Background: an optimization exercise with open tools, aiming at small area and a short achievable clock period. Do not read the settings as production practice. In this exercise RTL edits were held to simulation tests only and were not proved equivalent to the original. Power is estimated from default activity; no workload was simulated.

==> v29 <==
==> flow/design.v <==
module punc_mem_responder #(
  parameter int DATA_W     = 16,
  parameter int ADDR_W     = 16,
  parameter int DEPTH_LOG2 = 8,
  parameter int RD_LAT     = 2,
  parameter int WR_LAT     = 1
) (
  input  logic              clk_i,
  input  logic              rst_i,
  input  logic              req_valid_i,
  output logic              req_ready_o,
  input  logic              req_we_i,
  input  logic [ADDR_W-1:0] req_addr_i,
  input  logic [DATA_W-1:0] req_wdata_i,
  output logic              rsp_valid_o,
  input  logic              rsp_ready_i,
  output logic [DATA_W-1:0] rsp_rdata_o,
  output logic              rsp_err_o,
  output logic [15:0]       rd_count_o,
  output logic [15:0]       wr_count_o
);
  localparam int DEPTH = 1 << DEPTH_LOG2;    
  logic busy_q, ready_s, rd1_q, fin_q, valid_q;
  logic we_q, oor_q, err_q;
  logic [DATA_W-1:0]     wdata_q;
  logic [DATA_W-1:0]     rdata_q;
  logic [15:0]           rd_count_q, wr_count_q;
  logic                  accept_s;
  assign ready_s  = ~busy_q;
  assign accept_s = ready_s & req_valid_i;
  always_ff @(posedge clk_i or posedge rst_i) begin
    if (rst_i) begin
      busy_q     <= 1'b0;
      rd1_q      <= 1'b0;
      fin_q      <= 1'b0;
      valid_q    <= 1'b0;
      rd_count_q <= 16'd0;
      wr_count_q <= 16'd0;
    end else begin
      rd1_q <= accept_s & ~req_we_i;
      fin_q <= (accept_s & req_we_i) | rd1_q;
      if (accept_s) busy_q <= 1'b1;
      else if (valid_q & rsp_ready_i) busy_q <= 1'b0;
      if (fin_q) valid_q <= 1'b1;
      else if (rsp_ready_i) valid_q <= 1'b0;
      if (fin_q & ~oor_q & ~we_q) rd_count_q <= rd_count_q + 16'd1;
      if (fin_q & ~oor_q & we_q)  wr_count_q <= wr_count_q + 16'd1;
    end
  end
  logic in_range_s;
  assign in_range_s = (req_addr_i[ADDR_W-1:DEPTH_LOG2] == '0);
  always_ff @(posedge clk_i) begin
    if (ready_s) begin
      we_q  <= req_we_i;
      oor_q <= ~in_range_s;
    end
  end
  always_ff @(posedge clk_i) wdata_q <= req_wdata_i;
  logic [15:0]      lo_s, hi_s;
  logic [DEPTH-1:0] sel_q;
  logic [15:0]      hw_q;
  always_comb begin
    for (int k = 0; k < 16; k++) begin
      lo_s[k] = (req_addr_i[3:0] == 4'(k));
      hi_s[k] = (req_addr_i[7:4] == 4'(k)) & in_range_s;
    end
  end
  always_ff @(posedge clk_i) begin
    for (int i = 0; i < DEPTH; i++) sel_q[i] <= hi_s[i/16] & lo_s[i%16];
  end
  always_ff @(posedge clk_i or posedge rst_i) begin
    if (rst_i) hw_q <= '0;
    else       hw_q <= hi_s & {16{accept_s & req_we_i}};
  end
  logic [DATA_W-1:0] mem_q [DEPTH];
  logic [DATA_W-1:0] mem_d [DEPTH];
  logic [DEPTH-1:0]  en_s, en_n_s;
  for (genvar i = 0; i < DEPTH; i++) begin : g_word
    pmr_nand2 u_en_n (.a(hw_q[i/16]), .b(sel_q[i]), .y(en_n_s[i]));
    pmr_inv   u_en   (.a(en_n_s[i]), .y(en_s[i]));
    pmr_word  u_hold (.en(en_s[i]), .en_n(en_n_s[i]), .wd(wdata_q), .q(mem_q[i]), .d(mem_d[i]));
    always_ff @(posedge clk_i) mem_q[i] <= mem_d[i];
  end
  logic [DATA_W-1:0] half_d [2];
  logic [DATA_W-1:0] half_q [2];
  for (genvar b = 0; b < DATA_W; b++) begin : g_rbit
    logic [DEPTH-1:0] col;
    for (genvar i = 0; i < DEPTH; i++) begin : g_col
      assign col[i] = mem_q[i][b];
    end
    pmr_rd_col u_col (.sel(sel_q), .q(col), .half0(half_d[0][b]), .half1(half_d[1][b]));
  end
  always_ff @(posedge clk_i) begin
    half_q[0] <= half_d[0];
    half_q[1] <= half_d[1];
  end
  logic [DATA_W-1:0] rd_word_s;
  assign rd_word_s = half_q[0] | half_q[1];
  logic [DATA_W-1:0] rdata_d;
  logic              err_d;
  for (genvar b = 0; b < DATA_W; b++) begin : g_rdata
    pmr_mux2 u_m (.s(fin_q), .a(rdata_q[b]),
                  .b(we_q ? (wdata_q[b] & ~oor_q) : rd_word_s[b]), .y(rdata_d[b]));
  end
  pmr_mux2 u_err_m (.s(fin_q), .a(err_q), .b(oor_q), .y(err_d));
  always_ff @(posedge clk_i) begin
    rdata_q <= rdata_d;
    err_q   <= err_d;
  end
  assign req_ready_o = ready_s;
  assign rsp_valid_o = valid_q;
  assign rsp_rdata_o = rdata_q;
  assign rsp_err_o   = err_q;
  assign rd_count_o  = rd_count_q;
  assign wr_count_o  = wr_count_q;
endmodule
module pmr_word (input logic en, en_n, input logic [15:0] wd, q, output logic [15:0] d);
  for (genvar b = 0; b < 16; b++) begin : g_bit
    pmr_a22o u (.a1(en), .a2(wd[b]), .b1(en_n), .b2(q[b]), .y(d[b]));
  end
endmodule
module pmr_rd_col (input logic [255:0] sel, q, output logic half0, half1);
  logic [85:0] t_n;
  for (genvar k = 0; k < 85; k++) begin : g_tri
    pmr_a222oi u_t (.a1(sel[3*k]),   .a2(q[3*k]),
                    .b1(sel[3*k+1]), .b2(q[3*k+1]),
                    .c1(sel[3*k+2]), .c2(q[3*k+2]),
                    .y(t_n[k]));
  end
  pmr_nand2 u_t_last (.a(sel[255]), .b(q[255]), .y(t_n[85]));
  pmr_rd_half u_h0 (.t_n(t_n[42:0]),  .y(half0));
  pmr_rd_half u_h1 (.t_n(t_n[85:43]), .y(half1));
endmodule
module pmr_rd_half (input logic [42:0] t_n, output logic y);
  logic [10:0] p;
  logic [2:0]  m_n;
  for (genvar j = 0; j < 10; j++) begin : g_l1
    pmr_nand4 u (.a(t_n[4*j]), .b(t_n[4*j+1]), .c(t_n[4*j+2]), .d(t_n[4*j+3]), .y(p[j]));
  end
  pmr_nand3 u_l1_last (.a(t_n[40]), .b(t_n[41]), .c(t_n[42]), .y(p[10]));
  pmr_nor4 u_l2_0 (.a(p[0]), .b(p[1]), .c(p[2]), .d(p[3]), .y(m_n[0]));
  pmr_nor4 u_l2_1 (.a(p[4]), .b(p[5]), .c(p[6]), .d(p[7]), .y(m_n[1]));
  pmr_nor3 u_l2_2 (.a(p[8]), .b(p[9]), .c(p[10]), .y(m_n[2]));
  pmr_nand3 u_l3 (.a(m_n[0]), .b(m_n[1]), .c(m_n[2]), .y(y));
endmodule
module pmr_a22o (input logic a1, a2, b1, b2, output logic y);
  assign y = (a1 & a2) | (b1 & b2);
endmodule
module pmr_a222oi (input logic a1, a2, b1, b2, c1, c2, output logic y);
  assign y = ~((a1 & a2) | (b1 & b2) | (c1 & c2));
endmodule
module pmr_mux2 (input logic s, a, b, output logic y);
  assign y = s ? b : a;
endmodule
module pmr_inv (input logic a, output logic y);
  assign y = ~a;
endmodule
module pmr_nand2 (input logic a, b, output logic y);
  assign y = ~(a & b);
endmodule
module pmr_nor2 (input logic a, b, output logic y);
  assign y = ~(a | b);
endmodule
module pmr_nand3 (input logic a, b, c, output logic y);
  assign y = ~(a & b & c);
endmodule
module pmr_nor3 (input logic a, b, c, output logic y);
  assign y = ~(a | b | c);
endmodule
module pmr_nand4 (input logic a, b, c, d, output logic y);
  assign y = ~(a & b & c & d);
endmodule
module pmr_nor4 (input logic a, b, c, d, output logic y);
  assign y = ~(a | b | c | d);
endmodule
==> flow/run.sh <==
#!/bin/bash
# synth_recipe.tcl (not shown) runs the flow's synth.tcl, then flattens the netlist and writes it again
# the make line also repeats each setting of config.mk as NAME=value (left out here)
make -C /OpenROAD-flow-scripts/flow DESIGN_CONFIG=/design/flow/config.mk WORK_HOME=/design/flow/orfs CLKGATE_MAP_FILE= SYNTH_SCRIPT=/design/flow/synth_recipe.tcl finish
==> flow/config.mk <==
export PLATFORM = sky130hd
export DESIGN_NAME = punc_mem_responder
export DESIGN_NICKNAME = punc_mem_responder
export VERILOG_FILES = /design/flow/design.v
export SDC_FILE = /design/flow/constraint.sdc
export NUM_CORES = 4
export LEC_CHECK = 0
export CAP_MARGIN = 20
export CORE_MARGIN = 2
export CORE_UTILIZATION = 45
export CTS_CLUSTER_DIAMETER = 120
export CTS_CLUSTER_SIZE = 24
export SETUP_SLACK_MARGIN = 3.0
export SLEW_MARGIN = 20
export SYNTH_HIERARCHICAL = 1
==> flow/constraint.sdc <==
create_clock -name core_clock -period 5.5 [get_ports {clk_i}]
set_input_delay 1.1000 -clock core_clock [delete_from_list [all_inputs] [get_ports {clk_i}]]
set_output_delay 1.1000 -clock core_clock [all_outputs]
set_load 0.01 [all_outputs]
==> v6: changes against v29 <==
--- a/flow/design.v
+++ b/flow/design.v
@@ -83,4 +83,4 @@
   end
-  logic [DATA_W-1:0] half_d [2];
-  logic [DATA_W-1:0] half_q [2];
+  logic [5:0] part_n_d [DATA_W];
+  logic [5:0] part_n_q [DATA_W];
   for (genvar b = 0; b < DATA_W; b++) begin : g_rbit
@@ -90,10 +90,11 @@
     end
-    pmr_rd_col u_col (.sel(sel_q), .q(col), .half0(half_d[0][b]), .half1(half_d[1][b]));
+    pmr_rd_col u_col (.sel(sel_q), .q(col), .m0_n(part_n_d[b][2:0]), .m1_n(part_n_d[b][5:3]));
   end
   always_ff @(posedge clk_i) begin
-    half_q[0] <= half_d[0];
-    half_q[1] <= half_d[1];
+    for (int b = 0; b < DATA_W; b++) part_n_q[b] <= part_n_d[b];
   end
   logic [DATA_W-1:0] rd_word_s;
-  assign rd_word_s = half_q[0] | half_q[1];
+  always_comb begin
+    for (int b = 0; b < DATA_W; b++) rd_word_s[b] = ~&part_n_q[b];
+  end
   logic [DATA_W-1:0] rdata_d;
@@ -121,3 +122,3 @@
 endmodule
-module pmr_rd_col (input logic [255:0] sel, q, output logic half0, half1);
+module pmr_rd_col (input logic [255:0] sel, q, output logic [2:0] m0_n, m1_n);
   logic [85:0] t_n;
@@ -130,8 +131,7 @@
   pmr_nand2 u_t_last (.a(sel[255]), .b(q[255]), .y(t_n[85]));
-  pmr_rd_half u_h0 (.t_n(t_n[42:0]),  .y(half0));
-  pmr_rd_half u_h1 (.t_n(t_n[85:43]), .y(half1));
+  pmr_rd_half u_h0 (.t_n(t_n[42:0]),  .m_n(m0_n));
+  pmr_rd_half u_h1 (.t_n(t_n[85:43]), .m_n(m1_n));
 endmodule
-module pmr_rd_half (input logic [42:0] t_n, output logic y);
+module pmr_rd_half (input logic [42:0] t_n, output logic [2:0] m_n);
   logic [10:0] p;
-  logic [2:0]  m_n;
   for (genvar j = 0; j < 10; j++) begin : g_l1
@@ -143,3 +143,2 @@
   pmr_nor3 u_l2_2 (.a(p[8]), .b(p[9]), .c(p[10]), .y(m_n[2]));
-  pmr_nand3 u_l3 (.a(m_n[0]), .b(m_n[1]), .c(m_n[2]), .y(y));
 endmodule
Settings changed: CORE_UTILIZATION 45 to 48.
==> comparison <==
Between v29 and v6, the lower power is in v29 (gap 1.1%, measured against v6). In v6 the first-iteration DRC count is higher than in v29, by about 2.2%. Combinational power: v6 is smaller than v29 (about 5%). Against v6, the final cell count of v29 is larger by 1.2%.

## port drivers added, routing unchanged
Ports are ideal in the flow. The routed layouts listed here were re-timed in OpenROAD.
Step 1 (the two cells are an assumption about what drives the block):
set clk [get_ports {clk_i}]
set_driving_cell -lib_cell sky130_fd_sc_hd__clkbuf_16 $clk
set_driving_cell -lib_cell sky130_fd_sc_hd__buf_2 [delete_from_list [all_inputs] $clk]
Step 2 times the ports against the registers' clock, not the clock port: input delays grow and output delays shrink by t, the midpoint of the rising clock arrivals with the driver on.
Slacks: no drivers / after step 1 / after step 2; pairs: no drivers / after step 1.
| run | t, ns | setup WS [ns] | worst setup path at the end |
|---|---|---|---|
| v29 | 1.059 | 2.674 / 2.674 / 1.734 | input to register |
| v6 | 1.034 | 2.784 / 2.681 / 1.984 | input to register |
After both steps setup and hold are still met in every run listed. For v29, which loses most, drivers alone change the setup slack by 0.000 ns; drivers and shift together by -0.940 ns.
